From an optimization exercise on the open Yosys and OpenROAD flow, aimed at small area and a short achievable clock period; shortcuts taken in it are not production practice. Function was not checked in any run shown here: the RTL went through the layout flow alone. Power figures rest on the tool's default switching activity, not on a simulated workload.

File: flow/flow/run.sh
#!/bin/bash
# Own layout flow: the standard flow, with plain buf_1 cells as the port buffers
# (instead of the delay-cell buffer the resizer picks by default). Every port still gets
# its own buffer. The full make output goes to std_flow.log in the work folder.
set -euo pipefail
export BUFFER_PORTS_ARGS="-buffer_cell sky130_fd_sc_hd__buf_1"
bash standard.sh finish > std_flow.log 2>&1
File: flow/standard.sh
#!/bin/bash
# synth_recipe.tcl (not shown) runs the flow's synth.tcl, then flattens the netlist and writes it again
# the make line also repeats each setting of config.mk as NAME=value (left out here)
make -C /OpenROAD-flow-scripts/flow DESIGN_CONFIG=/design/flow/config.mk WORK_HOME=/design/flow/orfs CLKGATE_MAP_FILE= SYNTH_SCRIPT=/design/flow/synth_recipe.tcl "${@:-finish}"
File: flow/config.mk
export PLATFORM = sky130hd
export DESIGN_NAME = jpeg_fb_writer
export DESIGN_NICKNAME = jpeg_fb_writer
export VERILOG_FILES = /design/flow/design.v
export SDC_FILE = /design/flow/constraint.sdc
export NUM_CORES = 4
export LEC_CHECK = 0
export CAP_MARGIN = 20
export CORE_MARGIN = 2
export CORE_UTILIZATION = 40
export CTS_BUF_LIST = sky130_fd_sc_hd__clkbuf_4 sky130_fd_sc_hd__clkbuf_8
export CTS_CLUSTER_DIAMETER = 80
export CTS_CLUSTER_SIZE = 16
export SETUP_SLACK_MARGIN = 4.6
export SLEW_MARGIN = 20
export SYNTH_HIERARCHICAL = 1
File: flow/constraint.sdc
create_clock -name core_clock -period 9.0 [get_ports {clk}]
set_input_delay 1.8000 -clock core_clock [delete_from_list [all_inputs] [get_ports {clk}]]
set_output_delay 1.8000 -clock core_clock [all_outputs]
set_load 0.01 [all_outputs]
File: flow/design.v
module jpeg_fb_writer #(
  parameter int unsigned       ADDR_W    = 32,
  parameter logic [ADDR_W-1:0] BASE_ADDR = 32'h0010_0000,
  parameter int unsigned       PIX_FMT   = 0
) (
  input  logic              clk,
  input  logic              reset,
  input  logic              in_valid_i,
  input  logic [15:0]       in_width_i,
  input  logic [15:0]       in_height_i,
  input  logic [15:0]       in_x_i,
  input  logic [15:0]       in_y_i,
  input  logic [7:0]        in_r_i,
  input  logic [7:0]        in_g_i,
  input  logic [7:0]        in_b_i,
  output logic              in_accept_o,
  output logic              wr_valid_o,
  output logic [ADDR_W-1:0] wr_addr_o,
  output logic [31:0]       wr_data_o,
  output logic [3:0]        wr_strb_o,
  input  logic              wr_ready_i,
  output logic              frame_done_o,
  output logic              busy_o,
  output logic [15:0]       crop_count_o,
  output logic              geom_err_o
);
  localparam int L = 14;   
  logic        active_q, start_pend_q, frame_done_q, geom_err_q;
  logic        s1_valid_q, s1_crop_q, wr_valid_q, strb_q;
  logic [16:0] s1_z_q;                         
  logic [7:0]  s1_one_q, s1_two_q;             
  logic [6:0]  s1_neg_q;
  logic [7:0]  enc_one, enc_two, enc_neg;
  logic [16:0] b_ext;
  logic [16:0] z_d;
  logic [23:0] s1_rgb_q;
  logic [L-1:0]  wr_lo_q;
  logic          wr_c_q;
  logic [29:L]   wr_a_q, wr_b_q;
  logic [23:0] wr_rgb_q;
  logic [15:0] wn_q, w_q, h_q, col_q, row_q, crop_cnt_q;
  logic        en, accept, hs, use_latched, in_bounds, start_ok, wr_load;
  logic        idle, count, col_last, last, frame_end;
  logic        active_d, start_pend_d, wr_valid_d, s1_valid_d;
  logic [15:0] w_used, h_used;
  logic [L:0]  lo_sum;
  logic [29:L] hi_sum;
  assign en          = !wr_valid_q | wr_ready_i;
  assign accept      = en & in_valid_i;
  assign hs          = wr_valid_q & wr_ready_i;
  assign idle        = !active_q & !frame_done_q;
  assign use_latched = active_q | start_pend_q;
  assign w_q         = ~wn_q;
  assign w_used      = use_latched ? w_q : in_width_i;
  assign h_used      = use_latched ? h_q : in_height_i;
  assign in_bounds   = (in_x_i < w_used) & (in_y_i < h_used);
  assign start_ok    = accept & in_bounds & !use_latched;
  assign z_d = {1'b0, in_x_i} + (in_y_i[0] ? {1'b0, w_used} : 17'd0);
  assign b_ext = {1'b0, in_y_i[15:1], 1'b0};
  always_comb begin
    for (int j = 0; j < 8; j++) begin
      enc_one[j] = b_ext[2*j+1] ^ b_ext[2*j];
      enc_two[j] = (b_ext[2*j+2] & !b_ext[2*j+1] & !b_ext[2*j]) | (!b_ext[2*j+2] & b_ext[2*j+1] & b_ext[2*j]);
      enc_neg[j] = b_ext[2*j+2] & !(b_ext[2*j+1] & b_ext[2*j]);
    end
  end
  wire [15:0] w    = w_q;
  wire [16:0] z    = s1_z_q;
  wire [7:0]  bone = s1_one_q;
  wire [7:0]  btwo = s1_two_q;
  wire [6:0]  bneg = s1_neg_q;
  wire pp0_0 = ((bone[0] & w[0])) ^ bneg[0];
  wire pp0_1 = ((bone[0] & w[1]) | (btwo[0] & w[0])) ^ bneg[0];
  wire pp0_2 = ((bone[0] & w[2]) | (btwo[0] & w[1])) ^ bneg[0];
  wire pp0_3 = ((bone[0] & w[3]) | (btwo[0] & w[2])) ^ bneg[0];
  wire pp0_4 = ((bone[0] & w[4]) | (btwo[0] & w[3])) ^ bneg[0];
  wire pp0_5 = ((bone[0] & w[5]) | (btwo[0] & w[4])) ^ bneg[0];
  wire pp0_6 = ((bone[0] & w[6]) | (btwo[0] & w[5])) ^ bneg[0];
  wire pp0_7 = ((bone[0] & w[7]) | (btwo[0] & w[6])) ^ bneg[0];
  wire pp0_8 = ((bone[0] & w[8]) | (btwo[0] & w[7])) ^ bneg[0];
  wire pp0_9 = ((bone[0] & w[9]) | (btwo[0] & w[8])) ^ bneg[0];
  wire pp0_10 = ((bone[0] & w[10]) | (btwo[0] & w[9])) ^ bneg[0];
  wire pp0_11 = ((bone[0] & w[11]) | (btwo[0] & w[10])) ^ bneg[0];
  wire pp0_12 = ((bone[0] & w[12]) | (btwo[0] & w[11])) ^ bneg[0];
  wire pp0_13 = ((bone[0] & w[13]) | (btwo[0] & w[12])) ^ bneg[0];
  wire pp0_14 = ((bone[0] & w[14]) | (btwo[0] & w[13])) ^ bneg[0];
  wire pp0_15 = ((bone[0] & w[15]) | (btwo[0] & w[14])) ^ bneg[0];
  wire pp0_16 = ((btwo[0] & w[15])) ^ bneg[0];
  wire pp1_0 = ((bone[1] & w[0])) ^ bneg[1];
  wire pp1_1 = ((bone[1] & w[1]) | (btwo[1] & w[0])) ^ bneg[1];
  wire pp1_2 = ((bone[1] & w[2]) | (btwo[1] & w[1])) ^ bneg[1];
  wire pp1_3 = ((bone[1] & w[3]) | (btwo[1] & w[2])) ^ bneg[1];
  wire pp1_4 = ((bone[1] & w[4]) | (btwo[1] & w[3])) ^ bneg[1];
  wire pp1_5 = ((bone[1] & w[5]) | (btwo[1] & w[4])) ^ bneg[1];
  wire pp1_6 = ((bone[1] & w[6]) | (btwo[1] & w[5])) ^ bneg[1];
  wire pp1_7 = ((bone[1] & w[7]) | (btwo[1] & w[6])) ^ bneg[1];
  wire pp1_8 = ((bone[1] & w[8]) | (btwo[1] & w[7])) ^ bneg[1];
  wire pp1_9 = ((bone[1] & w[9]) | (btwo[1] & w[8])) ^ bneg[1];
  wire pp1_10 = ((bone[1] & w[10]) | (btwo[1] & w[9])) ^ bneg[1];
  wire pp1_11 = ((bone[1] & w[11]) | (btwo[1] & w[10])) ^ bneg[1];
  wire pp1_12 = ((bone[1] & w[12]) | (btwo[1] & w[11])) ^ bneg[1];
  wire pp1_13 = ((bone[1] & w[13]) | (btwo[1] & w[12])) ^ bneg[1];
  wire pp1_14 = ((bone[1] & w[14]) | (btwo[1] & w[13])) ^ bneg[1];
  wire pp1_15 = ((bone[1] & w[15]) | (btwo[1] & w[14])) ^ bneg[1];
  wire pp1_16 = ((btwo[1] & w[15])) ^ bneg[1];
  wire pp2_0 = ((bone[2] & w[0])) ^ bneg[2];
  wire pp2_1 = ((bone[2] & w[1]) | (btwo[2] & w[0])) ^ bneg[2];
  wire pp2_2 = ((bone[2] & w[2]) | (btwo[2] & w[1])) ^ bneg[2];
  wire pp2_3 = ((bone[2] & w[3]) | (btwo[2] & w[2])) ^ bneg[2];
  wire pp2_4 = ((bone[2] & w[4]) | (btwo[2] & w[3])) ^ bneg[2];
  wire pp2_5 = ((bone[2] & w[5]) | (btwo[2] & w[4])) ^ bneg[2];
  wire pp2_6 = ((bone[2] & w[6]) | (btwo[2] & w[5])) ^ bneg[2];
  wire pp2_7 = ((bone[2] & w[7]) | (btwo[2] & w[6])) ^ bneg[2];
  wire pp2_8 = ((bone[2] & w[8]) | (btwo[2] & w[7])) ^ bneg[2];
  wire pp2_9 = ((bone[2] & w[9]) | (btwo[2] & w[8])) ^ bneg[2];
  wire pp2_10 = ((bone[2] & w[10]) | (btwo[2] & w[9])) ^ bneg[2];
  wire pp2_11 = ((bone[2] & w[11]) | (btwo[2] & w[10])) ^ bneg[2];
  wire pp2_12 = ((bone[2] & w[12]) | (btwo[2] & w[11])) ^ bneg[2];
  wire pp2_13 = ((bone[2] & w[13]) | (btwo[2] & w[12])) ^ bneg[2];
  wire pp2_14 = ((bone[2] & w[14]) | (btwo[2] & w[13])) ^ bneg[2];
  wire pp2_15 = ((bone[2] & w[15]) | (btwo[2] & w[14])) ^ bneg[2];
  wire pp2_16 = ((btwo[2] & w[15])) ^ bneg[2];
  wire pp3_0 = ((bone[3] & w[0])) ^ bneg[3];
  wire pp3_1 = ((bone[3] & w[1]) | (btwo[3] & w[0])) ^ bneg[3];
  wire pp3_2 = ((bone[3] & w[2]) | (btwo[3] & w[1])) ^ bneg[3];
  wire pp3_3 = ((bone[3] & w[3]) | (btwo[3] & w[2])) ^ bneg[3];
  wire pp3_4 = ((bone[3] & w[4]) | (btwo[3] & w[3])) ^ bneg[3];
  wire pp3_5 = ((bone[3] & w[5]) | (btwo[3] & w[4])) ^ bneg[3];
  wire pp3_6 = ((bone[3] & w[6]) | (btwo[3] & w[5])) ^ bneg[3];
  wire pp3_7 = ((bone[3] & w[7]) | (btwo[3] & w[6])) ^ bneg[3];
  wire pp3_8 = ((bone[3] & w[8]) | (btwo[3] & w[7])) ^ bneg[3];
  wire pp3_9 = ((bone[3] & w[9]) | (btwo[3] & w[8])) ^ bneg[3];
  wire pp3_10 = ((bone[3] & w[10]) | (btwo[3] & w[9])) ^ bneg[3];
  wire pp3_11 = ((bone[3] & w[11]) | (btwo[3] & w[10])) ^ bneg[3];
  wire pp3_12 = ((bone[3] & w[12]) | (btwo[3] & w[11])) ^ bneg[3];
  wire pp3_13 = ((bone[3] & w[13]) | (btwo[3] & w[12])) ^ bneg[3];
  wire pp3_14 = ((bone[3] & w[14]) | (btwo[3] & w[13])) ^ bneg[3];
  wire pp3_15 = ((bone[3] & w[15]) | (btwo[3] & w[14])) ^ bneg[3];
  wire pp3_16 = ((btwo[3] & w[15])) ^ bneg[3];
  wire pp4_0 = ((bone[4] & w[0])) ^ bneg[4];
  wire pp4_1 = ((bone[4] & w[1]) | (btwo[4] & w[0])) ^ bneg[4];
  wire pp4_2 = ((bone[4] & w[2]) | (btwo[4] & w[1])) ^ bneg[4];
  wire pp4_3 = ((bone[4] & w[3]) | (btwo[4] & w[2])) ^ bneg[4];
  wire pp4_4 = ((bone[4] & w[4]) | (btwo[4] & w[3])) ^ bneg[4];
  wire pp4_5 = ((bone[4] & w[5]) | (btwo[4] & w[4])) ^ bneg[4];
  wire pp4_6 = ((bone[4] & w[6]) | (btwo[4] & w[5])) ^ bneg[4];
  wire pp4_7 = ((bone[4] & w[7]) | (btwo[4] & w[6])) ^ bneg[4];
  wire pp4_8 = ((bone[4] & w[8]) | (btwo[4] & w[7])) ^ bneg[4];
  wire pp4_9 = ((bone[4] & w[9]) | (btwo[4] & w[8])) ^ bneg[4];
  wire pp4_10 = ((bone[4] & w[10]) | (btwo[4] & w[9])) ^ bneg[4];
  wire pp4_11 = ((bone[4] & w[11]) | (btwo[4] & w[10])) ^ bneg[4];
  wire pp4_12 = ((bone[4] & w[12]) | (btwo[4] & w[11])) ^ bneg[4];
  wire pp4_13 = ((bone[4] & w[13]) | (btwo[4] & w[12])) ^ bneg[4];
  wire pp4_14 = ((bone[4] & w[14]) | (btwo[4] & w[13])) ^ bneg[4];
  wire pp4_15 = ((bone[4] & w[15]) | (btwo[4] & w[14])) ^ bneg[4];
  wire pp4_16 = ((btwo[4] & w[15])) ^ bneg[4];
  wire pp5_0 = ((bone[5] & w[0])) ^ bneg[5];
  wire pp5_1 = ((bone[5] & w[1]) | (btwo[5] & w[0])) ^ bneg[5];
  wire pp5_2 = ((bone[5] & w[2]) | (btwo[5] & w[1])) ^ bneg[5];
  wire pp5_3 = ((bone[5] & w[3]) | (btwo[5] & w[2])) ^ bneg[5];
  wire pp5_4 = ((bone[5] & w[4]) | (btwo[5] & w[3])) ^ bneg[5];
  wire pp5_5 = ((bone[5] & w[5]) | (btwo[5] & w[4])) ^ bneg[5];
  wire pp5_6 = ((bone[5] & w[6]) | (btwo[5] & w[5])) ^ bneg[5];
  wire pp5_7 = ((bone[5] & w[7]) | (btwo[5] & w[6])) ^ bneg[5];
  wire pp5_8 = ((bone[5] & w[8]) | (btwo[5] & w[7])) ^ bneg[5];
  wire pp5_9 = ((bone[5] & w[9]) | (btwo[5] & w[8])) ^ bneg[5];
  wire pp5_10 = ((bone[5] & w[10]) | (btwo[5] & w[9])) ^ bneg[5];
  wire pp5_11 = ((bone[5] & w[11]) | (btwo[5] & w[10])) ^ bneg[5];
  wire pp5_12 = ((bone[5] & w[12]) | (btwo[5] & w[11])) ^ bneg[5];
  wire pp5_13 = ((bone[5] & w[13]) | (btwo[5] & w[12])) ^ bneg[5];
  wire pp5_14 = ((bone[5] & w[14]) | (btwo[5] & w[13])) ^ bneg[5];
  wire pp5_15 = ((bone[5] & w[15]) | (btwo[5] & w[14])) ^ bneg[5];
  wire pp5_16 = ((btwo[5] & w[15])) ^ bneg[5];
  wire pp6_0 = ((bone[6] & w[0])) ^ bneg[6];
  wire pp6_1 = ((bone[6] & w[1]) | (btwo[6] & w[0])) ^ bneg[6];
  wire pp6_2 = ((bone[6] & w[2]) | (btwo[6] & w[1])) ^ bneg[6];
  wire pp6_3 = ((bone[6] & w[3]) | (btwo[6] & w[2])) ^ bneg[6];
  wire pp6_4 = ((bone[6] & w[4]) | (btwo[6] & w[3])) ^ bneg[6];
  wire pp6_5 = ((bone[6] & w[5]) | (btwo[6] & w[4])) ^ bneg[6];
  wire pp6_6 = ((bone[6] & w[6]) | (btwo[6] & w[5])) ^ bneg[6];
  wire pp6_7 = ((bone[6] & w[7]) | (btwo[6] & w[6])) ^ bneg[6];
  wire pp6_8 = ((bone[6] & w[8]) | (btwo[6] & w[7])) ^ bneg[6];
  wire pp6_9 = ((bone[6] & w[9]) | (btwo[6] & w[8])) ^ bneg[6];
  wire pp6_10 = ((bone[6] & w[10]) | (btwo[6] & w[9])) ^ bneg[6];
  wire pp6_11 = ((bone[6] & w[11]) | (btwo[6] & w[10])) ^ bneg[6];
  wire pp6_12 = ((bone[6] & w[12]) | (btwo[6] & w[11])) ^ bneg[6];
  wire pp6_13 = ((bone[6] & w[13]) | (btwo[6] & w[12])) ^ bneg[6];
  wire pp6_14 = ((bone[6] & w[14]) | (btwo[6] & w[13])) ^ bneg[6];
  wire pp6_15 = ((bone[6] & w[15]) | (btwo[6] & w[14])) ^ bneg[6];
  wire pp6_16 = ((btwo[6] & w[15])) ^ bneg[6];
  wire pp7_0 = (bone[7] & w[0]);
  wire pp7_1 = (bone[7] & w[1]) | (btwo[7] & w[0]);
  wire pp7_2 = (bone[7] & w[2]) | (btwo[7] & w[1]);
  wire pp7_3 = (bone[7] & w[3]) | (btwo[7] & w[2]);
  wire pp7_4 = (bone[7] & w[4]) | (btwo[7] & w[3]);
  wire pp7_5 = (bone[7] & w[5]) | (btwo[7] & w[4]);
  wire pp7_6 = (bone[7] & w[6]) | (btwo[7] & w[5]);
  wire pp7_7 = (bone[7] & w[7]) | (btwo[7] & w[6]);
  wire pp7_8 = (bone[7] & w[8]) | (btwo[7] & w[7]);
  wire pp7_9 = (bone[7] & w[9]) | (btwo[7] & w[8]);
  wire pp7_10 = (bone[7] & w[10]) | (btwo[7] & w[9]);
  wire pp7_11 = (bone[7] & w[11]) | (btwo[7] & w[10]);
  wire pp7_12 = (bone[7] & w[12]) | (btwo[7] & w[11]);
  wire pp7_13 = (bone[7] & w[13]) | (btwo[7] & w[12]);
  wire pp7_14 = (bone[7] & w[14]) | (btwo[7] & w[13]);
  wire ms0, mc0;
  jfw_ha u_ms0 (.a(z[9]), .b(bneg[4]), .s(ms0), .co(mc0));
  wire ms1, mc1;
  jfw_ha u_ms1 (.a(z[10]), .b(pp0_9), .s(ms1), .co(mc1));
  wire ms2, mc2;
  jfw_fa u_ms2 (.a(z[11]), .b(bneg[5]), .c(pp0_10), .s(ms2), .co(mc2));
  wire ms3, mc3;
  jfw_ha u_ms3 (.a(pp1_8), .b(pp2_6), .s(ms3), .co(mc3));
  wire ms4, mc4;
  jfw_fa u_ms4 (.a(z[12]), .b(pp0_11), .c(pp1_9), .s(ms4), .co(mc4));
  wire ms5, mc5;
  jfw_ha u_ms5 (.a(pp2_7), .b(pp3_5), .s(ms5), .co(mc5));
  wire ms6, mc6;
  jfw_fa u_ms6 (.a(z[13]), .b(bneg[6]), .c(pp0_12), .s(ms6), .co(mc6));
  wire ms7, mc7;
  jfw_fa u_ms7 (.a(pp1_10), .b(pp2_8), .c(pp3_6), .s(ms7), .co(mc7));
  wire ms8, mc8;
  jfw_ha u_ms8 (.a(pp4_4), .b(pp5_2), .s(ms8), .co(mc8));
  wire ms9, mc9;
  jfw_fa u_ms9 (.a(z[14]), .b(pp0_13), .c(pp1_11), .s(ms9), .co(mc9));
  wire ms10, mc10;
  jfw_fa u_ms10 (.a(pp2_9), .b(pp3_7), .c(pp4_5), .s(ms10), .co(mc10));
  wire ms11, mc11;
  jfw_ha u_ms11 (.a(pp5_3), .b(pp6_1), .s(ms11), .co(mc11));
  wire ms12, mc12;
  jfw_fa u_ms12 (.a(z[15]), .b(pp0_14), .c(pp1_12), .s(ms12), .co(mc12));
  wire ms13, mc13;
  jfw_fa u_ms13 (.a(pp2_10), .b(pp3_8), .c(pp4_6), .s(ms13), .co(mc13));
  wire ms14, mc14;
  jfw_fa u_ms14 (.a(pp5_4), .b(pp6_2), .c(pp7_0), .s(ms14), .co(mc14));
  wire ms15, mc15;
  jfw_fa u_ms15 (.a(z[16]), .b(pp0_15), .c(pp1_13), .s(ms15), .co(mc15));
  wire ms16, mc16;
  jfw_fa u_ms16 (.a(pp2_11), .b(pp3_9), .c(pp4_7), .s(ms16), .co(mc16));
  wire ms17, mc17;
  jfw_fa u_ms17 (.a(pp5_5), .b(pp6_3), .c(pp7_1), .s(ms17), .co(mc17));
  wire ms18, mc18;
  jfw_fa u_ms18 (.a(pp0_16), .b(pp1_14), .c(pp2_12), .s(ms18), .co(mc18));
  wire ms19, mc19;
  jfw_fa u_ms19 (.a(pp3_10), .b(pp4_8), .c(pp5_6), .s(ms19), .co(mc19));
  wire ms20, mc20;
  jfw_ha u_ms20 (.a(pp6_4), .b(pp7_2), .s(ms20), .co(mc20));
  wire ms21, mc21;
  jfw_fa u_ms21 (.a(~bneg[0]), .b(pp1_15), .c(pp2_13), .s(ms21), .co(mc21));
  wire ms22, mc22;
  jfw_fa u_ms22 (.a(pp3_11), .b(pp4_9), .c(pp5_7), .s(ms22), .co(mc22));
  wire ms23, mc23;
  jfw_ha u_ms23 (.a(pp6_5), .b(pp7_3), .s(ms23), .co(mc23));
  wire ms24, mc24;
  jfw_fa u_ms24 (.a(pp1_16), .b(pp2_14), .c(pp3_12), .s(ms24), .co(mc24));
  wire ms25, mc25;
  jfw_fa u_ms25 (.a(pp4_10), .b(pp5_8), .c(pp6_6), .s(ms25), .co(mc25));
  wire ms26, mc26;
  jfw_fa u_ms26 (.a(1'b1), .b(~bneg[1]), .c(pp2_15), .s(ms26), .co(mc26));
  wire ms27, mc27;
  jfw_fa u_ms27 (.a(pp3_13), .b(pp4_11), .c(pp5_9), .s(ms27), .co(mc27));
  wire ms28, mc28;
  jfw_fa u_ms28 (.a(1'b1), .b(pp2_16), .c(pp3_14), .s(ms28), .co(mc28));
  wire ms29, mc29;
  jfw_ha u_ms29 (.a(pp4_12), .b(pp5_10), .s(ms29), .co(mc29));
  wire ms30, mc30;
  jfw_fa u_ms30 (.a(~bneg[2]), .b(pp3_15), .c(pp4_13), .s(ms30), .co(mc30));
  wire ms31, mc31;
  jfw_ha u_ms31 (.a(1'b1), .b(pp3_16), .s(ms31), .co(mc31));
  wire ms32, mc32;
  jfw_ha u_ms32 (.a(z[5]), .b(bneg[2]), .s(ms32), .co(mc32));
  wire ms33, mc33;
  jfw_ha u_ms33 (.a(z[6]), .b(pp0_5), .s(ms33), .co(mc33));
  wire ms34, mc34;
  jfw_fa u_ms34 (.a(z[7]), .b(bneg[3]), .c(pp0_6), .s(ms34), .co(mc34));
  wire ms35, mc35;
  jfw_ha u_ms35 (.a(pp1_4), .b(pp2_2), .s(ms35), .co(mc35));
  wire ms36, mc36;
  jfw_fa u_ms36 (.a(z[8]), .b(pp0_7), .c(pp1_5), .s(ms36), .co(mc36));
  wire ms37, mc37;
  jfw_ha u_ms37 (.a(pp2_3), .b(pp3_1), .s(ms37), .co(mc37));
  wire ms38, mc38;
  jfw_fa u_ms38 (.a(ms0), .b(pp0_8), .c(pp1_6), .s(ms38), .co(mc38));
  wire ms39, mc39;
  jfw_fa u_ms39 (.a(pp2_4), .b(pp3_2), .c(pp4_0), .s(ms39), .co(mc39));
  wire ms40, mc40;
  jfw_fa u_ms40 (.a(mc0), .b(pp1_7), .c(pp2_5), .s(ms40), .co(mc40));
  wire ms41, mc41;
  jfw_fa u_ms41 (.a(pp3_3), .b(pp4_1), .c(ms1), .s(ms41), .co(mc41));
  wire ms42, mc42;
  jfw_fa u_ms42 (.a(pp3_4), .b(pp4_2), .c(pp5_0), .s(ms42), .co(mc42));
  wire ms43, mc43;
  jfw_fa u_ms43 (.a(mc1), .b(ms3), .c(ms2), .s(ms43), .co(mc43));
  wire ms44, mc44;
  jfw_fa u_ms44 (.a(pp4_3), .b(pp5_1), .c(mc3), .s(ms44), .co(mc44));
  wire ms45, mc45;
  jfw_fa u_ms45 (.a(ms5), .b(mc2), .c(ms4), .s(ms45), .co(mc45));
  wire ms46, mc46;
  jfw_fa u_ms46 (.a(pp6_0), .b(mc5), .c(ms8), .s(ms46), .co(mc46));
  wire ms47, mc47;
  jfw_fa u_ms47 (.a(mc4), .b(ms6), .c(ms7), .s(ms47), .co(mc47));
  wire ms48, mc48;
  jfw_fa u_ms48 (.a(mc8), .b(ms11), .c(mc6), .s(ms48), .co(mc48));
  wire ms49, mc49;
  jfw_fa u_ms49 (.a(mc7), .b(ms10), .c(ms9), .s(ms49), .co(mc49));
  wire ms50, mc50;
  jfw_fa u_ms50 (.a(mc11), .b(mc10), .c(mc9), .s(ms50), .co(mc50));
  wire ms51, mc51;
  jfw_fa u_ms51 (.a(ms12), .b(ms13), .c(ms14), .s(ms51), .co(mc51));
  wire ms52, mc52;
  jfw_fa u_ms52 (.a(mc12), .b(mc13), .c(mc14), .s(ms52), .co(mc52));
  wire ms53, mc53;
  jfw_fa u_ms53 (.a(ms15), .b(ms16), .c(ms17), .s(ms53), .co(mc53));
  wire ms54, mc54;
  jfw_fa u_ms54 (.a(ms20), .b(mc15), .c(mc16), .s(ms54), .co(mc54));
  wire ms55, mc55;
  jfw_fa u_ms55 (.a(mc17), .b(ms18), .c(ms19), .s(ms55), .co(mc55));
  wire ms56, mc56;
  jfw_fa u_ms56 (.a(mc20), .b(ms23), .c(mc18), .s(ms56), .co(mc56));
  wire ms57, mc57;
  jfw_fa u_ms57 (.a(mc19), .b(ms21), .c(ms22), .s(ms57), .co(mc57));
  wire ms58, mc58;
  jfw_fa u_ms58 (.a(pp7_4), .b(mc23), .c(mc21), .s(ms58), .co(mc58));
  wire ms59, mc59;
  jfw_fa u_ms59 (.a(mc22), .b(ms24), .c(ms25), .s(ms59), .co(mc59));
  wire ms60, mc60;
  jfw_fa u_ms60 (.a(pp6_7), .b(pp7_5), .c(mc24), .s(ms60), .co(mc60));
  wire ms61, mc61;
  jfw_fa u_ms61 (.a(mc25), .b(ms26), .c(ms27), .s(ms61), .co(mc61));
  wire ms62, mc62;
  jfw_fa u_ms62 (.a(pp6_8), .b(pp7_6), .c(ms29), .s(ms62), .co(mc62));
  wire ms63, mc63;
  jfw_fa u_ms63 (.a(mc26), .b(mc27), .c(ms28), .s(ms63), .co(mc63));
  wire ms64, mc64;
  jfw_fa u_ms64 (.a(pp5_11), .b(pp6_9), .c(pp7_7), .s(ms64), .co(mc64));
  wire ms65, mc65;
  jfw_fa u_ms65 (.a(mc29), .b(mc28), .c(ms30), .s(ms65), .co(mc65));
  wire ms66, mc66;
  jfw_fa u_ms66 (.a(pp4_14), .b(pp5_12), .c(pp6_10), .s(ms66), .co(mc66));
  wire ms67, mc67;
  jfw_fa u_ms67 (.a(pp7_8), .b(ms31), .c(mc30), .s(ms67), .co(mc67));
  wire ms68, mc68;
  jfw_fa u_ms68 (.a(~bneg[3]), .b(pp4_15), .c(pp5_13), .s(ms68), .co(mc68));
  wire ms69, mc69;
  jfw_fa u_ms69 (.a(pp6_11), .b(pp7_9), .c(mc31), .s(ms69), .co(mc69));
  wire ms70, mc70;
  jfw_fa u_ms70 (.a(1'b1), .b(pp4_16), .c(pp5_14), .s(ms70), .co(mc70));
  wire ms71, mc71;
  jfw_ha u_ms71 (.a(pp6_12), .b(pp7_10), .s(ms71), .co(mc71));
  wire ms72, mc72;
  jfw_fa u_ms72 (.a(~bneg[4]), .b(pp5_15), .c(pp6_13), .s(ms72), .co(mc72));
  wire ms73, mc73;
  jfw_ha u_ms73 (.a(1'b1), .b(pp5_16), .s(ms73), .co(mc73));
  wire ms74, mc74;
  jfw_ha u_ms74 (.a(z[3]), .b(bneg[1]), .s(ms74), .co(mc74));
  wire ms75, mc75;
  jfw_ha u_ms75 (.a(z[4]), .b(pp0_3), .s(ms75), .co(mc75));
  wire ms76, mc76;
  jfw_fa u_ms76 (.a(ms32), .b(pp0_4), .c(pp1_2), .s(ms76), .co(mc76));
  wire ms77, mc77;
  jfw_fa u_ms77 (.a(mc32), .b(pp1_3), .c(pp2_1), .s(ms77), .co(mc77));
  wire ms78, mc78;
  jfw_fa u_ms78 (.a(pp3_0), .b(mc33), .c(ms35), .s(ms78), .co(mc78));
  wire ms79, mc79;
  jfw_fa u_ms79 (.a(mc35), .b(ms37), .c(mc34), .s(ms79), .co(mc79));
  wire ms80, mc80;
  jfw_fa u_ms80 (.a(mc37), .b(mc36), .c(ms38), .s(ms80), .co(mc80));
  wire ms81, mc81;
  jfw_fa u_ms81 (.a(mc38), .b(mc39), .c(ms40), .s(ms81), .co(mc81));
  wire ms82, mc82;
  jfw_fa u_ms82 (.a(mc40), .b(ms42), .c(mc41), .s(ms82), .co(mc82));
  wire ms83, mc83;
  jfw_fa u_ms83 (.a(mc42), .b(ms44), .c(mc43), .s(ms83), .co(mc83));
  wire ms84, mc84;
  jfw_fa u_ms84 (.a(mc44), .b(ms46), .c(mc45), .s(ms84), .co(mc84));
  wire ms85, mc85;
  jfw_fa u_ms85 (.a(mc46), .b(mc47), .c(ms48), .s(ms85), .co(mc85));
  wire ms86, mc86;
  jfw_fa u_ms86 (.a(mc48), .b(mc49), .c(ms50), .s(ms86), .co(mc86));
  wire ms87, mc87;
  jfw_fa u_ms87 (.a(mc50), .b(mc51), .c(ms52), .s(ms87), .co(mc87));
  wire ms88, mc88;
  jfw_fa u_ms88 (.a(mc52), .b(mc53), .c(ms54), .s(ms88), .co(mc88));
  wire ms89, mc89;
  jfw_fa u_ms89 (.a(mc54), .b(mc55), .c(ms56), .s(ms89), .co(mc89));
  wire ms90, mc90;
  jfw_fa u_ms90 (.a(mc56), .b(mc57), .c(ms58), .s(ms90), .co(mc90));
  wire ms91, mc91;
  jfw_fa u_ms91 (.a(mc58), .b(mc59), .c(ms60), .s(ms91), .co(mc91));
  wire ms92, mc92;
  jfw_fa u_ms92 (.a(mc60), .b(ms62), .c(mc61), .s(ms92), .co(mc92));
  wire ms93, mc93;
  jfw_fa u_ms93 (.a(ms64), .b(mc62), .c(mc63), .s(ms93), .co(mc93));
  wire ms94, mc94;
  jfw_fa u_ms94 (.a(mc64), .b(ms66), .c(mc65), .s(ms94), .co(mc94));
  wire ms95, mc95;
  jfw_fa u_ms95 (.a(mc66), .b(ms68), .c(ms69), .s(ms95), .co(mc95));
  wire ms96, mc96;
  jfw_fa u_ms96 (.a(ms71), .b(mc68), .c(ms70), .s(ms96), .co(mc96));
  wire ms97, mc97;
  jfw_fa u_ms97 (.a(pp7_11), .b(mc71), .c(mc70), .s(ms97), .co(mc97));
  wire ms98, mc98;
  jfw_fa u_ms98 (.a(pp6_14), .b(pp7_12), .c(ms73), .s(ms98), .co(mc98));
  wire ms99, mc99;
  jfw_fa u_ms99 (.a(~bneg[5]), .b(pp6_15), .c(pp7_13), .s(ms99), .co(mc99));
  wire ms100, mc100;
  jfw_ha u_ms100 (.a(1'b1), .b(pp6_16), .s(ms100), .co(mc100));
  wire ms101, mc101;
  jfw_ha u_ms101 (.a(z[1]), .b(bneg[0]), .s(ms101), .co(mc101));
  wire ms102, mc102;
  jfw_ha u_ms102 (.a(z[2]), .b(pp0_1), .s(ms102), .co(mc102));
  wire ms103, mc103;
  jfw_fa u_ms103 (.a(ms74), .b(pp0_2), .c(pp1_0), .s(ms103), .co(mc103));
  wire ms104, mc104;
  jfw_fa u_ms104 (.a(mc74), .b(pp1_1), .c(ms75), .s(ms104), .co(mc104));
  wire ms105, mc105;
  jfw_fa u_ms105 (.a(pp2_0), .b(mc75), .c(ms76), .s(ms105), .co(mc105));
  wire ms106, mc106;
  jfw_fa u_ms106 (.a(ms33), .b(mc76), .c(ms77), .s(ms106), .co(mc106));
  wire ms107, mc107;
  jfw_fa u_ms107 (.a(mc77), .b(ms34), .c(ms78), .s(ms107), .co(mc107));
  wire ms108, mc108;
  jfw_fa u_ms108 (.a(ms36), .b(mc78), .c(ms79), .s(ms108), .co(mc108));
  wire ms109, mc109;
  jfw_fa u_ms109 (.a(ms39), .b(mc79), .c(ms80), .s(ms109), .co(mc109));
  wire ms110, mc110;
  jfw_fa u_ms110 (.a(ms41), .b(mc80), .c(ms81), .s(ms110), .co(mc110));
  wire ms111, mc111;
  jfw_fa u_ms111 (.a(mc81), .b(ms43), .c(ms82), .s(ms111), .co(mc111));
  wire ms112, mc112;
  jfw_fa u_ms112 (.a(ms45), .b(mc82), .c(ms83), .s(ms112), .co(mc112));
  wire ms113, mc113;
  jfw_fa u_ms113 (.a(ms47), .b(mc83), .c(ms84), .s(ms113), .co(mc113));
  wire ms114, mc114;
  jfw_fa u_ms114 (.a(ms49), .b(mc84), .c(ms85), .s(ms114), .co(mc114));
  wire ms115, mc115;
  jfw_fa u_ms115 (.a(ms51), .b(mc85), .c(ms86), .s(ms115), .co(mc115));
  wire ms116, mc116;
  jfw_fa u_ms116 (.a(ms53), .b(mc86), .c(ms87), .s(ms116), .co(mc116));
  wire ms117, mc117;
  jfw_fa u_ms117 (.a(ms55), .b(mc87), .c(ms88), .s(ms117), .co(mc117));
  wire ms118, mc118;
  jfw_fa u_ms118 (.a(ms57), .b(mc88), .c(ms89), .s(ms118), .co(mc118));
  wire ms119, mc119;
  jfw_fa u_ms119 (.a(ms59), .b(mc89), .c(ms90), .s(ms119), .co(mc119));
  wire ms120, mc120;
  jfw_fa u_ms120 (.a(ms61), .b(mc90), .c(ms91), .s(ms120), .co(mc120));
  wire ms121, mc121;
  jfw_fa u_ms121 (.a(ms63), .b(mc91), .c(ms92), .s(ms121), .co(mc121));
  wire ms122, mc122;
  jfw_fa u_ms122 (.a(ms65), .b(mc92), .c(ms93), .s(ms122), .co(mc122));
  wire ms123, mc123;
  jfw_fa u_ms123 (.a(ms67), .b(mc93), .c(ms94), .s(ms123), .co(mc123));
  wire ms124, mc124;
  jfw_fa u_ms124 (.a(mc67), .b(ms95), .c(mc94), .s(ms124), .co(mc124));
  wire ms125, mc125;
  jfw_fa u_ms125 (.a(mc69), .b(ms96), .c(mc95), .s(ms125), .co(mc125));
  wire ms126, mc126;
  jfw_fa u_ms126 (.a(ms72), .b(mc96), .c(ms97), .s(ms126), .co(mc126));
  wire ms127, mc127;
  jfw_fa u_ms127 (.a(mc72), .b(mc97), .c(ms98), .s(ms127), .co(mc127));
  wire ms128, mc128;
  jfw_fa u_ms128 (.a(mc73), .b(ms99), .c(mc98), .s(ms128), .co(mc128));
  wire ms129, mc129;
  jfw_fa u_ms129 (.a(pp7_14), .b(ms100), .c(mc99), .s(ms129), .co(mc129));
  wire [29:0] mra = {ms129, mc127, mc126, ms126, ms125, mc123, mc122, mc121, mc120, mc119, mc118, mc117, mc116, mc115, mc114, mc113, mc112, mc111, mc110, mc109, mc108, mc107, mc106, mc105, mc104, mc103, mc102, mc101, ms101, z[0]};
  wire [29:0] mrb = {mc128, ms128, ms127, mc125, mc124, ms124, ms123, ms122, ms121, ms120, ms119, ms118, ms117, ms116, ms115, ms114, ms113, ms112, ms111, ms110, ms109, ms108, ms107, ms106, ms105, ms104, ms103, ms102, pp0_0, 1'b0};
  assign lo_sum      = {1'b0, mra[L-1:0]} + {1'b0, mrb[L-1:0]};
  assign wr_load     = en & s1_valid_q & !s1_crop_q;
  assign s1_valid_d  = en ? in_valid_i : s1_valid_q;
  assign wr_valid_d  = en ? (s1_valid_q & !s1_crop_q) : wr_valid_q;
  assign count       = active_q & hs;
  assign col_last    = col_q == 16'd1;
  assign last        = col_last & (row_q == 16'd1);
  assign frame_end   = count & last;
  assign active_d     = (idle & (start_pend_q | start_ok)) | (active_q & !frame_end);
  assign start_pend_d = frame_done_q & start_ok;
  always_ff @(posedge clk) begin
    if (en) begin
      s1_z_q    <= z_d;
      s1_one_q  <= enc_one;
      s1_two_q  <= enc_two;
      s1_neg_q  <= enc_neg[6:0];
      s1_rgb_q  <= {in_r_i, in_g_i, in_b_i};
      s1_crop_q <= !in_bounds;
    end
    if (start_ok) begin
      wn_q  <= ~in_width_i;
      h_q   <= in_height_i;
    end
    if (start_ok | count)
      col_q <= (!count | col_last) ? w_used : col_q - 16'd1;
    if (start_ok | (count & col_last))
      row_q <= count ? row_q - 16'd1 : in_height_i;
  end
  always_ff @(posedge clk) begin
    if (!reset) begin
      active_q     <= 1'b0;
      start_pend_q <= 1'b0;
      frame_done_q <= 1'b0;
      geom_err_q   <= 1'b0;
      s1_valid_q   <= 1'b0;
      wr_valid_q   <= 1'b0;
      strb_q       <= 1'b0;
      wr_lo_q      <= '0;
      wr_c_q       <= 1'b0;
      wr_a_q       <= '0;
      wr_b_q       <= '0;
      wr_rgb_q     <= '0;
      crop_cnt_q   <= '0;
    end else begin
      active_q     <= active_d;
      start_pend_q <= start_pend_d;
      frame_done_q <= frame_end;
      if (active_q & accept & ((in_width_i != w_q) | (in_height_i != h_q)))
        geom_err_q <= 1'b1;
      s1_valid_q   <= s1_valid_d;
      wr_valid_q   <= wr_valid_d;
      if (wr_load) begin
        strb_q  <= 1'b1;
        wr_rgb_q <= s1_rgb_q;
        wr_lo_q <= lo_sum[L-1:0];
        wr_c_q  <= lo_sum[L];
        wr_a_q  <= mra[29:L];
        wr_b_q  <= mrb[29:L];
      end
      if (start_ok)
        crop_cnt_q <= 16'd0;
      else if (en & s1_valid_q & s1_crop_q & (crop_cnt_q != 16'hFFFF))
        crop_cnt_q <= crop_cnt_q + 16'd1;
    end
  end
  jfw_cpa_hi u_hi (.a(wr_a_q), .b(wr_b_q), .ci(wr_c_q), .s(hi_sum));
  jfw_accept u_acc (.wr_valid(wr_valid_q), .wr_ready(wr_ready_i), .accept(in_accept_o));
  assign wr_valid_o   = wr_valid_q;
  assign wr_addr_o    = {hi_sum, wr_lo_q, 2'b00};
  assign wr_data_o    = {8'h00, wr_rgb_q};
  assign wr_strb_o    = {4{strb_q}};
  assign frame_done_o = frame_done_q;
  assign busy_o       = active_q | frame_done_q | s1_valid_q | wr_valid_q | start_pend_q;
  assign crop_count_o = crop_cnt_q;
  assign geom_err_o   = geom_err_q;
endmodule
module jfw_cpa_hi (input logic [29:14] a, b, input logic ci, output logic [29:14] s);
  logic [30-14:0] t;
  assign t = {a, 1'b1} + {b, ci};
  assign s = t[30-14:1];
endmodule
module jfw_accept (input logic wr_valid, wr_ready, output logic accept);
  assign accept = !wr_valid | wr_ready;
endmodule
module jfw_fa (input logic a, b, c, output logic s, co);
  assign s  = a ^ b ^ c;
  assign co = (a & b) | (c & (a ^ b));
endmodule
module jfw_ha (input logic a, b, output logic s, co);
  assign s  = a ^ b;
  assign co = a & b;
endmodule
==> results.py, run 1 <==
metrics = {
    "layout": {
        "post-route-util": 0.449,
        "design_area_um2": 18700,
        "final_net_count": 2161,
        "layout.filler_cells": 4057,
        "reg_top3": "s1_rgb_q (24), wr_rgb_q (24), s1_z_q (17)",
        "area_growth_syn_to_layout_pct": 11.0,
        "layout-drive-gt1-share": 0.0793,
    },
    "power": {
        "vdd_ir_drop_max_uv": 182,
        "power.total_mw": 5.24,
        "leakage_nw": 6.90,
        "power_per_cell_area_nw_per_um2": 280,
    },
    "synth": {
        "ys_dominant_reg_cell": "sky130_fd_sc_hd__edfxtp_1",
        "postSynthCellCount": 1717,
        "synth.cell_area_um2": 16900,
        "synth-seq-area-share": 0.341,
        "post_synth_edffs": 129,
        "synth.avg_cell_area_um2": 9.83,
        "async_reset_ff_frac": 0,
        "synth_cell_type_count": 80,
        "synth.ff_latch_count": 223,
        "yosysWarnings": 7,
    },
    "clocking": {
        "clock_tree.root_cell": "sky130_fd_sc_hd__clkbuf_8",
        "cts_max_path_buffers": 3,
        "clkSinkCount": 223,
        "num_cts_buffers": 21,
        "later_pin_clock_latency_in_the_skew_report_ns": 0.61,
        "worst_setup_hold_path_clk_slew_ns": 0.10,
        "cts-htree-levels": 1,
        "cts_tree": "done",
    },
    "floorplanning": {
        "die_height_um": 209,
        "floorplan.rows": 75,
        "die-area_um2": 43900,
        "core_um2": 41800,
        "floorplan.initialDensity": 0.404,
        "io-pin-count": 181,
        "die_x_um": 209,
    },
    "grt": {
        "antenna_found_initial": 3,
        "grt_first_pass_wirelength_mm": 73.3,
        "grt_start_max_net_pins": 77,
        "vias_in_the_first_global_route": 13057,
        "grt_remaining_overflow": 0,
        "groute.usage.overall": 0.210,
    },
    "place": {
        "number_of_port_buffers": 170,
        "placed_area_um2": 17800,
        "hpwl_mm": 34.2,
        "pre_cts_ws_ns": 3.57,
        "globalplace.congestion": 0.902,
    },
    "sta": {
        "rsz0062_at_grt": "yes",
        "period_share": 0.482,
        "timing.final.max_slew_violations": 0,
        "fmax_mhz": 230,
        "clock-skew-final_ns": 0.0425,
        "setup-tns-final_ns": 0,
        "worstMarginPinSlew_ns": 1.09,
        "min_period_ns": 4.34,
        "timing.max_slew.rel_slack": 0.274,
        "timing.final.setup_violations": 0,
        "final-hold-violation-count": 0,
        "layout_setup_ws_ns": 4.66,
    },
    "status": {
        "run_status": "finished clean",
    },
    "route": {
        "wl_met3_mm": 3.26,
        "met2WireLength_mm": 21.8,
        "drt_iter0_markers": 852,
        "dr_total_vias": 13211,
        "drt_pass1_iterations": 5,
        "wl_mm": 46.7,
        "drt-wirelength-per-cell_um": 19.4,
        "routed_metal_1_wirelength_mm": 20.6,
        "count_of_nets_left_with_antenna_violations_after_detail_routing": 0,
        "top_metal_layer_carrying_routed_signals": "met5",
        "remaining_drc_errors": 0,
        "via_density_per_instance": 5.49,
    },
    "worst_hold_path": {
        "hold_crit_path_type": "flop to flop",
    },
    "worst_setup_path": {
        "ff2ff_setup_slack_ns": 4.81,
        "worst_setup_path_start_kind": "flop",
        "cp-startpoint": "wr_a_q[24]$_SDFFE_PN0P_",
        "end_kind": "primary output",
        "crit_path_end": "wr_addr_o[30]",
        "crit_arrival_ns": 2.54,
        "path_class": "flop to primary output",
        "crit_required_ns": 7.20,
        "r2r_cells": 11,
        "worstReg2RegEnd": "wr_lo_q[12]$_SDFFE_PN0P_",
        "critical_path.max_fanout": 7,
        "r2r-start": "s1_two_q[0]$_DFFE_PN_",
    },
    "job": {
        "maxcap_viol_count": 0,
    },
}
## critical path, cell delays in order, from the launching register on
cell	delay (ns)
sky130_fd_sc_hd__dfxtp_1	0.37
sky130_fd_sc_hd__ha_2	0.33
sky130_fd_sc_hd__a21oi_2	0.19
sky130_fd_sc_hd__o211ai_1	0.16
sky130_fd_sc_hd__a221o_1	0.37
sky130_fd_sc_hd__a31oi_1	0.21
sky130_fd_sc_hd__xnor2_1	0.16
sky130_fd_sc_hd__clkbuf_2	0.16
## worst min-delay path by stage
stage | startpoint | to | slack, ns | cells after the start
floorplan | wr_b_q[15]$_SDFFE_PN0P_ | wr_b_q[15]$_SDFFE_PN0P_ | 0.44 | 2
global placement | wr_rgb_q[0]$_SDFFE_PN0P_ | wr_rgb_q[0]$_SDFFE_PN0P_ | 0.44 | 2
detailed placement | wr_lo_q[7]$_SDFFE_PN0P_ | wr_lo_q[7]$_SDFFE_PN0P_ | 0.44 | 2
CTS | wr_lo_q[7]$_SDFFE_PN0P_ | wr_lo_q[7]$_SDFFE_PN0P_ | 0.46 | 2
global route | wr_rgb_q[16]$_SDFFE_PN0P_ | wr_rgb_q[16]$_SDFFE_PN0P_ | 0.48 | 2
finish | wr_lo_q[4]$_SDFFE_PN0P_ | wr_lo_q[4]$_SDFFE_PN0P_ | 0.46 | 2
## logic make-up (layout without fill, tap and decap cells)
family | after synthesis | after routing | synth area share
other | 2 | 19 | 0.000445
and+or+nand+nor | 457 | 457 | 0.129
buffers and inverters | 190 | 325 | 0.0488
muxes | 19 | 19 | 0.0116
xor gates and xnor gates | 216 | 216 | 0.112
AOI/OAI and AO/OA | 393 | 393 | 0.147
DFF | 223 | 223 | 0.341
adders and majority gates | 217 | 217 | 0.211
## synthesized netlist by cell type (5+ instances only)
cell type / count / area share
sky130_fd_sc_hd__clkbuf_1: 68 / 0.015
sky130_fd_sc_hd__buf_1: 22 / 0.0049
sky130_fd_sc_hd__fa_1: 112 / 0.13
sky130_fd_sc_hd__xor2_1: 62 / 0.032
sky130_fd_sc_hd__buf_4: 16 / 0.0071
sky130_fd_sc_hd__dfxtp_1: 94 / 0.11
sky130_fd_sc_hd__nand2b_1: 14 / 0.0052
sky130_fd_sc_hd__nand3_1: 18 / 0.0053
sky130_fd_sc_hd__nor3_1: 43 / 0.013
sky130_fd_sc_hd__edfxtp_1: 129 / 0.23
sky130_fd_sc_hd__o21ai_1: 5 / 0.0015
sky130_fd_sc_hd__buf_6: 6 / 0.0040
sky130_fd_sc_hd__and3_1: 8 / 0.0030
sky130_fd_sc_hd__a211oi_1: 7 / 0.0031
sky130_fd_sc_hd__nand4_1: 24 / 0.0089
sky130_fd_sc_hd__a21o_1: 18 / 0.0080
sky130_fd_sc_hd__o21ai_0: 53 / 0.016
sky130_fd_sc_hd__xnor2_1: 154 / 0.080
sky130_fd_sc_hd__a31oi_1: 8 / 0.0030
sky130_fd_sc_hd__inv_2: 7 / 0.0016
sky130_fd_sc_hd__o22ai_1: 119 / 0.044
sky130_fd_sc_hd__nand2_1: 185 / 0.041
sky130_fd_sc_hd__nor2b_1: 14 / 0.0052
sky130_fd_sc_hd__and2_1: 16 / 0.0059
sky130_fd_sc_hd__or3_1: 5 / 0.0019
sky130_fd_sc_hd__a21oi_1: 114 / 0.034
sky130_fd_sc_hd__nor4_1: 10 / 0.0037
sky130_fd_sc_hd__o31ai_1: 7 / 0.0031
sky130_fd_sc_hd__o211ai_1: 5 / 0.0022
sky130_fd_sc_hd__mux2i_1: 18 / 0.011
sky130_fd_sc_hd__inv_1: 67 / 0.015
sky130_fd_sc_hd__nor2_1: 87 / 0.019
sky130_fd_sc_hd__o21a_1: 16 / 0.0071
sky130_fd_sc_hd__ha_1: 105 / 0.078
sky130_fd_sc_hd__nand3b_1: 10 / 0.0044
## Yosys stat by module, one instance, submodules excluded
| module | times used | cells inside |
|---|---|---|
| jfw_accept | 1 | 1 |
| jfw_ha | 21 | 1 |
| jfw_fa | 109 | 1 |
| jpeg_fb_writer | 1 | 1472 |
| jfw_cpa_hi | 1 | 114 |
## through the flow
| step | hold WS, ns | cells |
|---|---|---|
| floorplan | 0.440 | 1731 |
| CTS | 0.457 | 2373 |
| finish | 0.456 | 2408 |
| global route | 0.476 | 2406 |
| detailed placement | 0.444 | 2333 |
| global placement | 0.441 | 2333 |
## power by group
group | switching, mW | total (mW) | leakage (nW) | internal, mW
sequential | 0.122 | 1.37 | 2.05 | 1.25
combinational | 1.74 | 3.12 | 4.59 | 1.38
clock | 0.399 | 0.750 | 0.257 | 0.352
total | 2.26 | 5.24 | 6.90 | 2.98
## final cells by class
class	instances	area, um^2	area share
Timing Repair Buffer	214	1030	0.0548
Multi-Input combinational cell	1318	10500	0.559
Clock buffer	27	347	0.0185
Inverter	74	289	0.0154
Antenna cell	3	7.51	0.000401
Tap cell	539	674	0.0360
Sequential cell	223	5770	0.308
Clock inverter	10	156	0.00835
## repair_timing
item	CTS	global route
gates cloned	0	0
buffers inserted	3	32
hold buffers	0	0
gates resized for setup	23	20
pin swaps	9	11
endpoints found under the setup margin	28	26
## per-layer routing
metal,GRT usage,vias up
met5,0,-
met3,0.0343,70
met1,0.288,6373
met4,0.0594,2
li1,-,6300
met2,0.346,466
## placed cells by master, fill, tap and decap left out, drive strengths merged, types with 58 or more instances in the layout
master and count:
buf 212, nand2 185, xnor2 154, edfxtp 129, o22ai 119, a21oi 116, fa 112, ha 105
dfxtp 94, nor2 88, inv 75, xor2 62, o21ai 58
==> run 2, diff against run 1 <==
--- a/flow/config.mk
+++ b/flow/config.mk
@@ -12,5 +12,5 @@
 export CTS_CLUSTER_DIAMETER = 80
 export CTS_CLUSTER_SIZE = 16
-export SETUP_SLACK_MARGIN = 4.6
+export SETUP_SLACK_MARGIN = 4.9
 export SLEW_MARGIN = 20
 export SYNTH_HIERARCHICAL = 1
==> run 2 against run 1 <==
Net effect: fmax decreased by 0.51%; register-to-register slack improved by 0.24 ns; critical endpoint is now wr_addr_o[25]; still clean; largest cell class unchanged; clock power decreased by 5.7%; hold slack about the same; global-route usage increased by 0.44 points; synthesized area unchanged; via count increased by 2.1%; die area unchanged; critical path depth unchanged; sequential cell count unchanged.
==> results.py, run 2 <==
metrics = {
    "status": {
        "run_status": "finished clean",
    },
    "route": {
        "dr_total_vias": 13491,
        "wl_met3_mm": 3.32,
        "via_density_per_instance": 5.50,
        "wl_mm": 48.2,
        "remaining_drc_errors": 0,
        "count_of_nets_left_with_antenna_violations_after_detail_routing": 0,
        "top_metal_layer_carrying_routed_signals": "met5",
        "drt_pass1_iterations": 5,
        "drt-wirelength-per-cell_um": 19.7,
        "routed_metal_1_wirelength_mm": 20.9,
        "met2WireLength_mm": 22.5,
        "drt_iter0_markers": 879,
    },
    "grt": {
        "groute.usage.overall": 0.215,
        "grt_start_max_net_pins": 84,
        "grt_remaining_overflow": 0,
        "grt_first_pass_wirelength_mm": 74.2,
        "antenna_found_initial": 1,
        "vias_in_the_first_global_route": 13361,
    },
    "sta": {
        "setup-tns-final_ns": 0,
        "layout_setup_ws_ns": 4.64,
        "period_share": 0.485,
        "timing.max_slew.rel_slack": 0.223,
        "fmax_mhz": 229,
        "timing.final.setup_violations": 0,
        "clock-skew-final_ns": 0.0620,
        "timing.final.max_slew_violations": 0,
        "rsz0062_at_grt": "yes",
        "min_period_ns": 4.36,
        "worstMarginPinSlew_ns": 1.15,
        "final-hold-violation-count": 0,
    },
    "power": {
        "power_per_cell_area_nw_per_um2": 278,
        "switching_share": 0.439,
        "vdd_ir_drop_max_uv": 174,
        "p_clk_frac": 0.132,
        "power_frac_comb": 0.612,
        "cell_internal_power_mw": 2.99,
        "leakage_nw": 7.10,
        "relative_contribution_of_sequential_cells_to_total_power": 0.256,
        "switchingPower_mw": 2.34,
    },
    "synth": {
        "synthDominantAreaCellType": "sky130_fd_sc_hd__edfxtp_1",
        "async_reset_ff_frac": 0,
        "synth.mux.area_fraction": 0.0116,
        "synth-seq-area-share": 0.341,
        "synth_top_area_frac": 0.230,
        "synth_xor_area_frac": 0.112,
        "synth.ff_latch_count": 223,
        "synth.avg_cell_area_um2": 9.83,
        "synth_adder_area_share": 0.211,
        "synth_cell_type_count": 80,
        "synth.cells.most_frequent": "185 x sky130_fd_sc_hd__nand2_1, 154 x sky130_fd_sc_hd__xnor2_1, 129 x sky130_fd_sc_hd__edfxtp_1, 119 x sky130_fd_sc_hd__o22ai_1, 114 x sky130_fd_sc_hd__a21oi_1",
        "yosys.cell_count.top_type": "sky130_fd_sc_hd__nand2_1",
        "synth.cell_area_um2": 16900,
        "postSynthCellCount": 1717,
        "synth_compound_gate_area_share": 0.147,
        "post_synth_edffs": 129,
        "yosysWarnings": 7,
        "post_synth_main_area_contributors": "sky130_fd_sc_hd__edfxtp_1 23%, sky130_fd_sc_hd__fa_1 13%, sky130_fd_sc_hd__dfxtp_1 11%, sky130_fd_sc_hd__xnor2_1 8.0%, sky130_fd_sc_hd__ha_1 7.8%",
        "synth_top_family_by_area": "adder cells",
        "synth-simple-area-share": 0.129,
        "ys_dominant_reg_cell": "sky130_fd_sc_hd__edfxtp_1",
    },
    "worst_hold_path": {
        "timing.hold.worst.start": "wr_rgb_q[2]$_SDFFE_PN0P_",
        "hold_crit_path_type": "flop to flop",
    },
    "worst_setup_path": {
        "cp-startpoint": "wr_b_q[14]$_SDFFE_PN0P_",
        "crit_family": "compound AO/OA/AOI/OAI gates",
        "crit_path_top_delay_cell": "sky130_fd_sc_hd__fa_2",
        "critical_path.max_stage_delay_ns": 0.42,
        "worstPathBufferInverterCount": 1,
        "r2r-start": "s1_one_q[0]$_DFFE_PN_",
        "critical_path.max_fanout": 3,
        "crit_path_cell_trace": "fa_2 > a211oi_4 > o211ai_1 > a31o_1 > a21oi_2 > xnor2_1 > buf_2",
        "end_kind": "primary output",
        "crit_required_ns": 7.20,
        "crit_arrival_ns": 2.56,
        "worst_setup_path_start_kind": "flop",
        "path_class": "flop to primary output",
    },
    "layout": {
        "post-route-util": 0.461,
        "layout_common_cells": "184 x sky130_fd_sc_hd__nand2_1, 157 x sky130_fd_sc_hd__buf_1, 154 x sky130_fd_sc_hd__xnor2_1",
        "design_area_um2": 19200,
        "leading_cell_type_in_the_layout_fill_and_taps_excluded": "sky130_fd_sc_hd__nand2_1",
        "layout-drive-gt1-share": 0.118,
        "reg_top3": "s1_rgb_q (24), wr_rgb_q (24), s1_z_q (17)",
        "final_net_count": 2205,
        "layout.filler_cells": 3968,
        "antennaDiodeCount": 0,
        "area_growth_syn_to_layout_pct": 14.0,
    },
    "floorplanning": {
        "die_height_um": 209,
        "die-area_um2": 43900,
        "die_x_um": 209,
        "io-pin-count": 181,
        "floorplan.initialDensity": 0.404,
        "floorplan.rows": 75,
        "core_um2": 41800,
    },
    "clocking": {
        "num_cts_buffers": 22,
        "clkSinkCount": 223,
        "cts-htree-levels": 1,
        "cts_max_path_buffers": 3,
        "worst_setup_hold_path_clk_slew_ns": 0.09,
        "later_pin_clock_latency_in_the_skew_report_ns": 0.62,
        "post_cts_hold_buffer_count": 0,
        "cts_tree": "done",
        "clock_tree.root_cell": "sky130_fd_sc_hd__clkbuf_8",
    },
    "job": {
        "maxcap_viol_count": 0,
    },
    "place": {
        "hpwl_mm": 34.3,
        "number_of_port_buffers": 170,
        "globalplace.congestion": 0.896,
        "placed_area_um2": 17800,
        "pre_cts_ws_ns": 3.52,
    },
}
[run 2: cell counts after synthesis]
Identical to the previous run, type by type.
[run 2: power by group through the flow]
stage               Sequential, mW  Combinational, mW  Clock [mW]
floorplan                     1.34               2.31           0
global placement              1.40               3.00           0
detailed placement            1.40               3.05           0
CTS                           1.36               3.17       0.737
global route                  1.38               3.69       0.774
finish                        1.36               3.27       0.707
[run 2: cells by family after synthesis]
| kind of cell | count (synthesis) |
|---|---|
| buffers and inverters | 190 |
| flip-flops | 223 |
| adder cells (fa/ha/maj) | 217 |
| AND/OR/NAND/NOR | 457 |
| XOR/XNOR | 216 |
| AO/OA/AOI/OAI | 393 |
| multiplexers | 19 |
| other | 2 |
[run 2: modules after synthesis, one instance, submodules excluded]
module,cell area (um^2),flops+latches,times used
jfw_fa,20.0,0,109
jpeg_fb_writer,13500,223,1
jfw_cpa_hi,878,0,1
jfw_accept,6.26,0,1
jfw_ha,12.5,0,21
[run 2: routing by layer]
| layer | track usage | vias up |
|---|---|---|
| met5 | 0 | - |
| met4 | 0.0739 | 2 |
| met3 | 0.0398 | 97 |
| met2 | 0.351 | 482 |
| met1 | 0.287 | 6530 |
| li1 | - | 6380 |
[run 2: worst paths after layout]
kind                              end  slack (ns)  cells past startpoint
max                     wr_addr_o[25]        4.64                      7
min          wr_rgb_q[2]$_SDFFE_PN0P_        0.46                      2
max reg2reg  wr_lo_q[12]$_SDFFE_PN0P_        5.05                     14
min reg2reg  wr_rgb_q[2]$_SDFFE_PN0P_        0.46                      2
[run 2: worst min-delay path: cells and delay by family (launching register included)]
kind	cells	cell delay [ns]
and+or+nand+nor	1	0.05
AOI/OAI and AO/OA	1	0.05
DFF	1	0.31
[run 2: area by class of cell]
class | instances | area [um^2] | area share
Timing Repair inverter | 3 | 20.0 | 0.00104
Timing Repair Buffer | 252 | 1330 | 0.0692
Sequential cell | 223 | 5770 | 0.300
Tap cell | 539 | 674 | 0.0351
Multi-Input combinational cell | 1320 | 10600 | 0.552
Inverter | 74 | 328 | 0.0170
Clock inverter | 10 | 106 | 0.00553
Clock buffer | 30 | 382 | 0.0198
[run 2: through the flow]
| step | hold WS (ns) | instances | power, mW |
|---|---|---|---|
| 3_5_place_dp | 0.447 | 2333 | 4.45 |
| 6_report | 0.456 | 2451 | 5.34 |
| 5_1_grt | 0.476 | 2451 | 5.85 |
| 4_1_cts | 0.459 | 2431 | 5.27 |
| 2_1_floorplan | 0.440 | 1731 | 3.65 |
| 3_3_place_gp | 0.440 | 2333 | 4.39 |
[run 2: timing repair]
item / 4_1_cts / 5_1_grt
hold endpoints to repair: 0 / 0
gates resized for setup: 44 / 42
setup buffers: 56 / 17
endpoints found under the setup margin: 79 / 51
pin swaps: 14 / 11
cloned: 2 / 3
==> run 3, diff against run 2 <==
--- a/flow/design.v
+++ b/flow/design.v
@@ -25,5 +25,5 @@
   output logic              geom_err_o
 );
-  localparam int L = 14;   
+  localparam int L = 17;   
   logic        active_q, start_pend_q, frame_done_q, geom_err_q;
   logic        s1_valid_q, s1_crop_q, wr_valid_q, strb_q;
@@ -542,8 +542,8 @@
   assign geom_err_o   = geom_err_q;
 endmodule
-module jfw_cpa_hi (input logic [29:14] a, b, input logic ci, output logic [29:14] s);
-  logic [30-14:0] t;
+module jfw_cpa_hi (input logic [29:17] a, b, input logic ci, output logic [29:17] s);
+  logic [30-17:0] t;
   assign t = {a, 1'b1} + {b, ci};
-  assign s = t[30-14:1];
+  assign s = t[30-17:1];
 endmodule
 module jfw_accept (input logic wr_valid, wr_ready, output logic accept);
--- a/flow/config.mk
+++ b/flow/config.mk
@@ -12,5 +12,5 @@
 export CTS_CLUSTER_DIAMETER = 80
 export CTS_CLUSTER_SIZE = 16
-export SETUP_SLACK_MARGIN = 4.9
+export SETUP_SLACK_MARGIN = 4.6
 export SLEW_MARGIN = 20
 export SYNTH_HIERARCHICAL = 1
==> run 3 against run 2 <==
Net effect: still clean; clock power up 8.8%; worst setup slack better by 0.084 ns; die area down 0.84%; synthesized cell count down 0.70%; via count up 0.51%; design area up 0.45%; non-clock buffer count up 32; combinational power up 19%; synthesized area down 0.85%; register-to-register slack worse by 0.30 ns; cell count up 0.53%; critical path depth unchanged; critical path type unchanged; highest routed layer is now met4.
==> results.py, run 3 <==
metrics = {
    "synth": {
        "synth_top_area_frac": 0.232,
        "synth.cell_area_um2": 16700,
        "post_synth_main_area_contributors": "sky130_fd_sc_hd__edfxtp_1 23%, sky130_fd_sc_hd__fa_1 13%, sky130_fd_sc_hd__dfxtp_1 11%, sky130_fd_sc_hd__xnor2_1 8.5%, sky130_fd_sc_hd__ha_1 7.9%",
        "yosysWarnings": 7,
        "synth-simple-area-share": 0.122,
        "synth.mux.area_fraction": 0.00957,
        "synth-seq-area-share": 0.340,
        "synth_adder_area_share": 0.213,
        "synth.ff_latch_count": 220,
        "synth_top_family_by_area": "adder cells",
        "synth.cells.most_frequent": "176 x sky130_fd_sc_hd__nand2_1, 162 x sky130_fd_sc_hd__xnor2_1, 129 x sky130_fd_sc_hd__edfxtp_1, 120 x sky130_fd_sc_hd__o22ai_1, 117 x sky130_fd_sc_hd__a21oi_1",
        "post_synth_edffs": 129,
        "synth_cell_type_count": 65,
        "ys_dominant_reg_cell": "sky130_fd_sc_hd__edfxtp_1",
    },
    "sta": {
        "final_worst_hold_slack_ns": 0.454,
        "fmax_mhz": 234,
        "min_period_ns": 4.28,
        "final-hold-violation-count": 0,
        "setup-tns-final_ns": 0,
        "rsz0062_at_grt": "no",
        "clock-skew-final_ns": 0.0345,
        "period_share": 0.475,
        "worstMarginPinSlew_ns": 1.04,
        "timing.max_slew.rel_slack": 0.308,
        "timing.final.setup_violations": 0,
        "timing.final.max_slew_violations": 0,
    },
    "place": {
        "placed_area_um2": 17700,
        "placedCellCount": 2318,
        "hpwl_mm": 33.4,
        "number_of_port_buffers": 170,
    },
    "clocking": {
        "post_cts_hold_buffer_count": 0,
        "later_pin_clock_latency_in_the_skew_report_ns": 0.60,
        "cts_max_path_buffers": 3,
        "cts_tree": "done",
        "clock_tree.root_cell": "sky130_fd_sc_hd__clkbuf_8",
        "clkSinkCount": 220,
        "num_cts_buffers": 22,
        "worst_setup_hold_path_clk_slew_ns": 0.09,
    },
    "grt": {
        "grt_remaining_overflow": 0,
        "vias_in_the_first_global_route": 13145,
        "grt_first_pass_wirelength_mm": 72.8,
    },
    "worst_setup_path": {
        "crit_path_cell_trace": "ha_1 > o21ai_0 > o21ai_2 > buf_4 > and4_1 > a211oi_2 > buf_2",
        "crit_arrival_ns": 2.48,
        "end_kind": "primary output",
        "worst_setup_path_start_kind": "flop",
        "crit_path_top_delay_cell": "sky130_fd_sc_hd__ha_1",
        "worstPathBufferInverterCount": 2,
        "crit_family": "compound AO/OA/AOI/OAI gates",
        "ff2ff_setup_slack_ns": 4.75,
        "crit_required_ns": 7.20,
    },
    "power": {
        "vdd_ir_drop_max_uv": 363,
        "leakage_nw": 7.15,
    },
    "floorplanning": {
        "die_x_um": 209,
        "floorplan.initialDensity": 0.408,
        "io-pin-count": 181,
        "die_height_um": 209,
    },
    "status": {
        "run_status": "finished clean",
    },
    "route": {
        "count_of_nets_left_with_antenna_violations_after_detail_routing": 0,
        "drt_pass1_iterations": 5,
        "drt-wirelength-per-cell_um": 18.9,
        "drt_iter0_markers": 1011,
        "via_density_per_instance": 5.50,
    },
    "layout": {
        "layout_common_cells": "176 x sky130_fd_sc_hd__nand2_1, 168 x sky130_fd_sc_hd__buf_1, 162 x sky130_fd_sc_hd__xnor2_1",
        "area_growth_syn_to_layout_pct": 15.4,
        "antennaDiodeCount": 0,
        "layout.filler_cells": 3927,
        "final_net_count": 2225,
        "layout-drive-gt1-share": 0.115,
        "stdcell_count": 2464,
        "post-route-util": 0.471,
    },
    "worst_hold_path": {
        "hold_crit_path_type": "flop to flop",
    },
}
-- run 3: layout make-up --
cell class | instances | area, um^2 | area share
Sequential cell | 220 | 5700 | 0.295
Timing Repair Buffer | 284 | 1590 | 0.0822
Inverter | 75 | 353 | 0.0183
Timing Repair inverter | 2 | 10.0 | 0.000518
Multi-Input combinational cell | 1311 | 10500 | 0.542
Clock buffer | 28 | 354 | 0.0183
Tap cell | 532 | 666 | 0.0345
Clock inverter | 12 | 181 | 0.00939
-- run 3: report_power, final --
part / internal [mW] / switching, mW
registers: 1.23 / 0.104
logic: 1.68 / 2.20
clock network: 0.363 / 0.407
total: 3.27 / 2.71
-- run 3: worst reg2reg max path, cell delays in order (launching register included) --
cell	delay [ns]
sky130_fd_sc_hd__edfxtp_1	0.92
sky130_fd_sc_hd__o22ai_1	0.19
sky130_fd_sc_hd__xnor2_1	0.23
sky130_fd_sc_hd__fa_1	0.51
sky130_fd_sc_hd__fa_1	0.47
sky130_fd_sc_hd__fa_1	0.53
sky130_fd_sc_hd__fa_1	0.41
sky130_fd_sc_hd__ha_1	0.33
sky130_fd_sc_hd__or3_1	0.37
sky130_fd_sc_hd__o221ai_1	0.17
-- run 3: worst paths after layout --
path | startpoint | endpoint | cells after the start
worst max register to register | wn_q[14]$_DFFE_PP_ | wr_lo_q[16]$_SDFFE_PN0P_ | 9
worst min-delay path | wr_lo_q[8]$_SDFFE_PN0P_ | wr_lo_q[8]$_SDFFE_PN0P_ | 2
worst min register to register | wr_lo_q[8]$_SDFFE_PN0P_ | wr_lo_q[8]$_SDFFE_PN0P_ | 2
worst max-delay path | wr_a_q[18]$_SDFFE_PN0P_ | wr_addr_o[31] | 7
-- run 3: stage by stage --
step	total power, mW	worst slack, ns
final	5.98	4.72
after global routing	6.60	4.58
after CTS	5.84	4.55
after detailed placement	4.97	3.37
after global placement	4.90	3.36
after floorplan	4.08	4.48
-- run 3: repair_timing --
action | in CTS | in global routing
pin swaps | 3 | 5
gates resized for setup | 21 | 38
cloned | 1 | 2
buffers inserted | 38 | 65
setup endpoints to repair | 75 | 43
-- run 3: cells by family after synthesis --
| group | Yosys count |
|---|---|
| mux | 16 |
| buf+inv | 189 |
| simple gates | 434 |
| fa+ha+maj | 218 |
| other cells | 2 |
| xor+xnor | 215 |
| flops | 220 |
| compound gates | 411 |
-- run 3: per-module statistics from Yosys (local to each module, per instance) --
module / flip-flops and latches / cell area [um^2] / times used / cells inside
jfw_cpa_hi: 0 / 616 / 1 / 77
jfw_ha: 0 / 12.5 / 21 / 1
jpeg_fb_writer: 220 / 13700 / 1 / 1497
jfw_fa: 0 / 20.0 / 109 / 1
jfw_accept: 0 / 6.26 / 1 / 1
-- run 3: routing by layer --
layer / vias to the layer above / routed length, um / part of all wire / global-route usage
met5: - / 0 / 0 / 0
met4: 0 / 1550 / 0.033 / 0.0680
met3: 96 / 3350 / 0.072 / 0.0323
met2: 521 / 21100 / 0.45 / 0.337
met1: 6486 / 20500 / 0.44 / 0.287
li1: 6457 / - / - / -

## static timing again, ports no longer ideal
In the flow no input, the clock included, has a driving cell. The finished layouts below were timed again as built, in two steps. Step 1 assumes that a clkbuf_16 drives the clock port and a buf_2 every other input. Step 2 also shifts input and output timing later by t, the mid clock arrival at the registers, as if the neighbouring blocks saw the same clock. a / b / c = ideal / step 1 / step 2; a / b = the first two.
| run | shift t [ns] | setup slack, ns |
|---|---|---|
| run 1 | 0.638 | 4.661 / 4.608 / 4.166 |
| run 2 | 0.638 | 4.639 / 4.587 / 4.386 |
| run 3 | 0.633 | 4.723 / 4.669 / 4.168 |
After both steps every run listed still meets setup and hold.
